Source: an optimization exercise on an open RTL-to-GDS flow (aim: small area). Production flows keep margins and buffers that such runs may drop.
The RTL was checked by simulation tests, not by an equivalence proof against the original design.
Power and IR drop assume default switching activity.

## treasury_nonce_dispatcher
module treasury_nonce_dispatcher #(
    parameter int LANES   = 27,
    parameter int NONCE_W = treasury_pkg::NONCE_W_DEFAULT,
    parameter int CNT_W   = 48
) (
    input  logic                     clk,
    input  logic                     rst,
    input  logic                     job_valid,
    output logic                     job_ready,
    input  logic [NONCE_W-1:0]       job_base,
    input  logic [NONCE_W-1:0]       job_limit,
    input  logic                     abort,
    output logic [LANES-1:0]         lane_start,
    output logic [LANES*NONCE_W-1:0] lane_nonce,
    input  logic [LANES-1:0]         lane_done,
    input  logic [LANES-1:0]         lane_hit,
    output logic                     result_valid,
    input  logic                     result_ready,
    output logic                     result_found,
    output logic                     result_exhausted,
    output logic [NONCE_W-1:0]       result_nonce,
    output logic [CNT_W-1:0]         hash_count
);
export LEC_CHECK = 0
export CAP_MARGIN = 20
export CORE_MARGIN = 2
export CORE_UTILIZATION = 60
export PLACE_DENSITY = 0.7
export SLEW_MARGIN = 20
export SYNTH_HIERARCHICAL = 1
export SYNTH_MINIMUM_KEEP_SIZE = 0
create_clock -name core_clock -period 10.0 [get_ports {clk}]
standard.sh (not shown) runs the stock make flow with config.mk's settings and CLKGATE_MAP_FILE= SYNTH_SCRIPT=/design/flow/synth_recipe.tcl, a recipe that flattens the netlist after the stock synthesis.
==> flow/flow/run.sh <==
#!/bin/bash
# The standard layout (standard.sh: the ORFS flow with the standard synthesis script),
# with these changes passed to ORFS's make:
#  - ABC maps the logic with an area-oriented script (flow/abc_speed.script) in place of
#    ORFS's delay-oriented one; ORFS's scripts are copied to scripts/ and only that file is
#    replaced, so the registers and every other step stay the standard ones;
#  - the port buffers that global placement adds are the smallest buffer cell (buf_1)
#    instead of the one buffer_ports picks on its own; every port still gets its buffer;
#  - clock tree synthesis clusters up to 20 sinks within 80 um per leaf buffer and inserts
#    no dummy loads.
set -euo pipefail
rm -rf scripts
cp -r "$FLOW_HOME/scripts" scripts
cp flow/abc_speed.script scripts/abc_speed.script
bash standard.sh \
  "SCRIPTS_DIR=$PWD/scripts" \
  'BUFFER_PORTS_ARGS=-buffer_cell sky130_fd_sc_hd__buf_1' \
  'CTS_ARGS=-sink_clustering_enable -repair_clock_nets -dont_use_dummy_load -sink_clustering_size 20 -sink_clustering_max_diameter 80' \
  finish > standard.log 2>&1
==> flow/flow/abc_speed.script <==
&get -n
&st
&dch
&nf -R 1000 -p
&put
The first run produced a layout that fails on negative setup slack.
Next try:
==> flow/flow/run.sh (replaced) <==
#!/bin/bash
# The standard layout (standard.sh: the ORFS flow with the standard synthesis), with two
# changes passed to ORFS's make:
#  - the port buffers that global placement adds are the smallest buffer cell (buf_1) instead
#    of the one buffer_ports picks on its own; every port still gets its buffer;
#  - clock tree synthesis clusters up to 20 sinks within 80 um per leaf buffer and inserts no
#    dummy loads.
set -euo pipefail
bash standard.sh \
  'BUFFER_PORTS_ARGS=-buffer_cell sky130_fd_sc_hd__buf_1' \
  'CTS_ARGS=-sink_clustering_enable -repair_clock_nets -dont_use_dummy_load -sink_clustering_size 20 -sink_clustering_max_diameter 80' \
  finish > standard.log 2>&1
- CORE_UTILIZATION: 60 -> 40
- PLACE_DENSITY: 0.7 -> 0.6
removed: flow/flow/abc_speed.script
What happened: The changed run ran to the end with no violations. Hold slack is about the same. First-iteration DRC count came out lower by about 30%. Final cell count came out higher by 7.9%. Global-route usage came out lower by 14 points.

---

Setup of north:
treasury_nonce_dispatcher, a different RTL version from the one above (not shown whole).
Size: roughly 6400 cells after synthesis, about 1000 flip-flops, roughly 1100 I/O pins, roughly 0.058 mm^2 of cells after synthesis.
// treasury_nonce_dispatcher
module treasury_nonce_dispatcher #(
    parameter int LANES   = 27,
    parameter int NONCE_W = treasury_pkg::NONCE_W_DEFAULT,
    parameter int CNT_W   = 48
) (
    input  logic                     clk,
    input  logic                     rst,
    input  logic                     job_valid,
    output logic                     job_ready,
    input  logic [NONCE_W-1:0]       job_base,
    input  logic [NONCE_W-1:0]       job_limit,
    input  logic                     abort,
    output logic [LANES-1:0]         lane_start,
    output logic [LANES*NONCE_W-1:0] lane_nonce,
    input  logic [LANES-1:0]         lane_done,
    input  logic [LANES-1:0]         lane_hit,
    output logic                     result_valid,
    input  logic                     result_ready,
    output logic                     result_found,
    output logic                     result_exhausted,
    output logic [NONCE_W-1:0]       result_nonce,
    output logic [CNT_W-1:0]         hash_count
);
==> flow/config.mk <==
export PLATFORM = sky130hd
export DESIGN_NAME = treasury_nonce_dispatcher
export DESIGN_NICKNAME = treasury_nonce_dispatcher
export VERILOG_FILES = /design/flow/design.v
export SDC_FILE = /design/flow/constraint.sdc
export NUM_CORES = 8
export LEC_CHECK = 0
export CAP_MARGIN = 20
export CORE_MARGIN = 2
export CORE_UTILIZATION = 50
export PLACE_DENSITY = 0.62
export SLEW_MARGIN = 20
export SYNTH_HIERARCHICAL = 1
export SYNTH_MINIMUM_KEEP_SIZE = 0
==> flow/constraint.sdc <==
create_clock -name core_clock -period 10.0 [get_ports {clk}]
set_input_delay 2.0000 -clock core_clock [delete_from_list [all_inputs] [get_ports {clk}]]
set_output_delay 2.0000 -clock core_clock [all_outputs]
set_load 0.01 [all_outputs]
==> flow/flow/run.sh <==
#!/bin/bash
# The standard layout (standard.sh: the ORFS flow with the standard synthesis), with two
# changes passed to ORFS's make:
#  - the port buffers that global placement adds are the smallest buffer cell (buf_1) instead
#    of the one buffer_ports picks on its own; every port still gets its buffer;
#  - clock tree synthesis clusters up to 26 sinks within 90 um per leaf buffer and inserts no
#    dummy loads.
set -euo pipefail
bash standard.sh \
  'BUFFER_PORTS_ARGS=-buffer_cell sky130_fd_sc_hd__buf_1' \
  'CTS_ARGS=-sink_clustering_enable -repair_clock_nets -dont_use_dummy_load -sink_clustering_size 26 -sink_clustering_max_diameter 90' \
  finish > standard.log 2>&1
north finished all stages; the layout is clean.
For south, these inputs were changed with respect to north:
--- a/flow/flow/run.sh
+++ b/flow/flow/run.sh
@@ -6 +6 @@
-#  - clock tree synthesis clusters up to 26 sinks within 90 um per leaf buffer and inserts no
+#  - clock tree synthesis clusters up to 22 sinks within 85 um per leaf buffer and inserts no
@@ -11 +11 @@
-  'CTS_ARGS=-sink_clustering_enable -repair_clock_nets -dont_use_dummy_load -sink_clustering_size 26 -sink_clustering_max_diameter 90' \
+  'CTS_ARGS=-sink_clustering_enable -repair_clock_nets -dont_use_dummy_load -sink_clustering_size 22 -sink_clustering_max_diameter 85' \
Results
- Relative to north, the routed length on met3 measured on south has decreased by a few percent.
- Per the comparison of south with north, non-clock buffer area fraction after layout roughly the same; proportion of power drawn by combinational gates now smaller; clock buffer instance count of the final layout climbed 6.
- On maximum single-stage delay on the critical path, north and south are basically level.
- Reported for north and south, number of remaining DRC errors turned out identical to the last digit.
- north -> south: die area delta 0, exact match
The inputs of east differ from those of south as listed below.
- CORE_UTILIZATION changed from 50 to 45
- PLACE_DENSITY changed from 0.62 to 0.6
east: PASS, flow complete, no timing, DRC or antenna violations. Compared east against south; final-layout clock-cell area share within noise. Compared with south, in east die area went up 0.013 mm^2, cell-internal power went up 0.44%, global-route usage over all layers went down 3.7 points, final net count held, clock-buffer cell count went up 3. Compared with south, east shows a higher net switching power. east vs south: time the worst path needs with I/O delays and setup up.

[afterwards: timing with drivers on the ports]
The flow's constraints put no driver on any port. The routed layouts listed below were extracted and timed again, unchanged, in two steps. Step 1, drivers: a clkbuf_16 drives clk and a buf_2 each remaining input, both assumed. Step 2 moves the port delays by t, midway between the first and last clock arrival at a register: inputs arrive t later, outputs are due t later. That takes back most of the time a late clock gives input paths. a / b / c = ideal ports / drivers / drivers and shift; a / b = the first two.
| run | t (ns) | setup slack, ns | hold WS [ns] | worst slew at a driven data input, ns |
|---|---|---|---|---|
| the first run of note 1 | 0.771 | -3.352 / -3.295 / -4.066 | 0.506 / 0.506 / 0.506 | 0.28 |
| the second run of note 1 | 0.768 | 1.196 / 1.196 / 0.570 | 0.504 / 0.504 / 0.504 | 0.15 |
| north | 0.776 | 0.895 / 0.895 / 0.217 | 0.513 / 0.513 / 0.513 | 0.29 |
| south | 0.786 | 0.943 / 0.943 / 0.249 | 0.505 / 0.505 / 0.505 | 0.31 |
| east | 0.776 | 0.873 / 0.934 / 0.158 | 0.499 / 0.499 / 0.499 | 0.18 |
The setup slack of east, which loses most, moves by +0.061 ns with the drivers and by -0.715 ns with both steps.
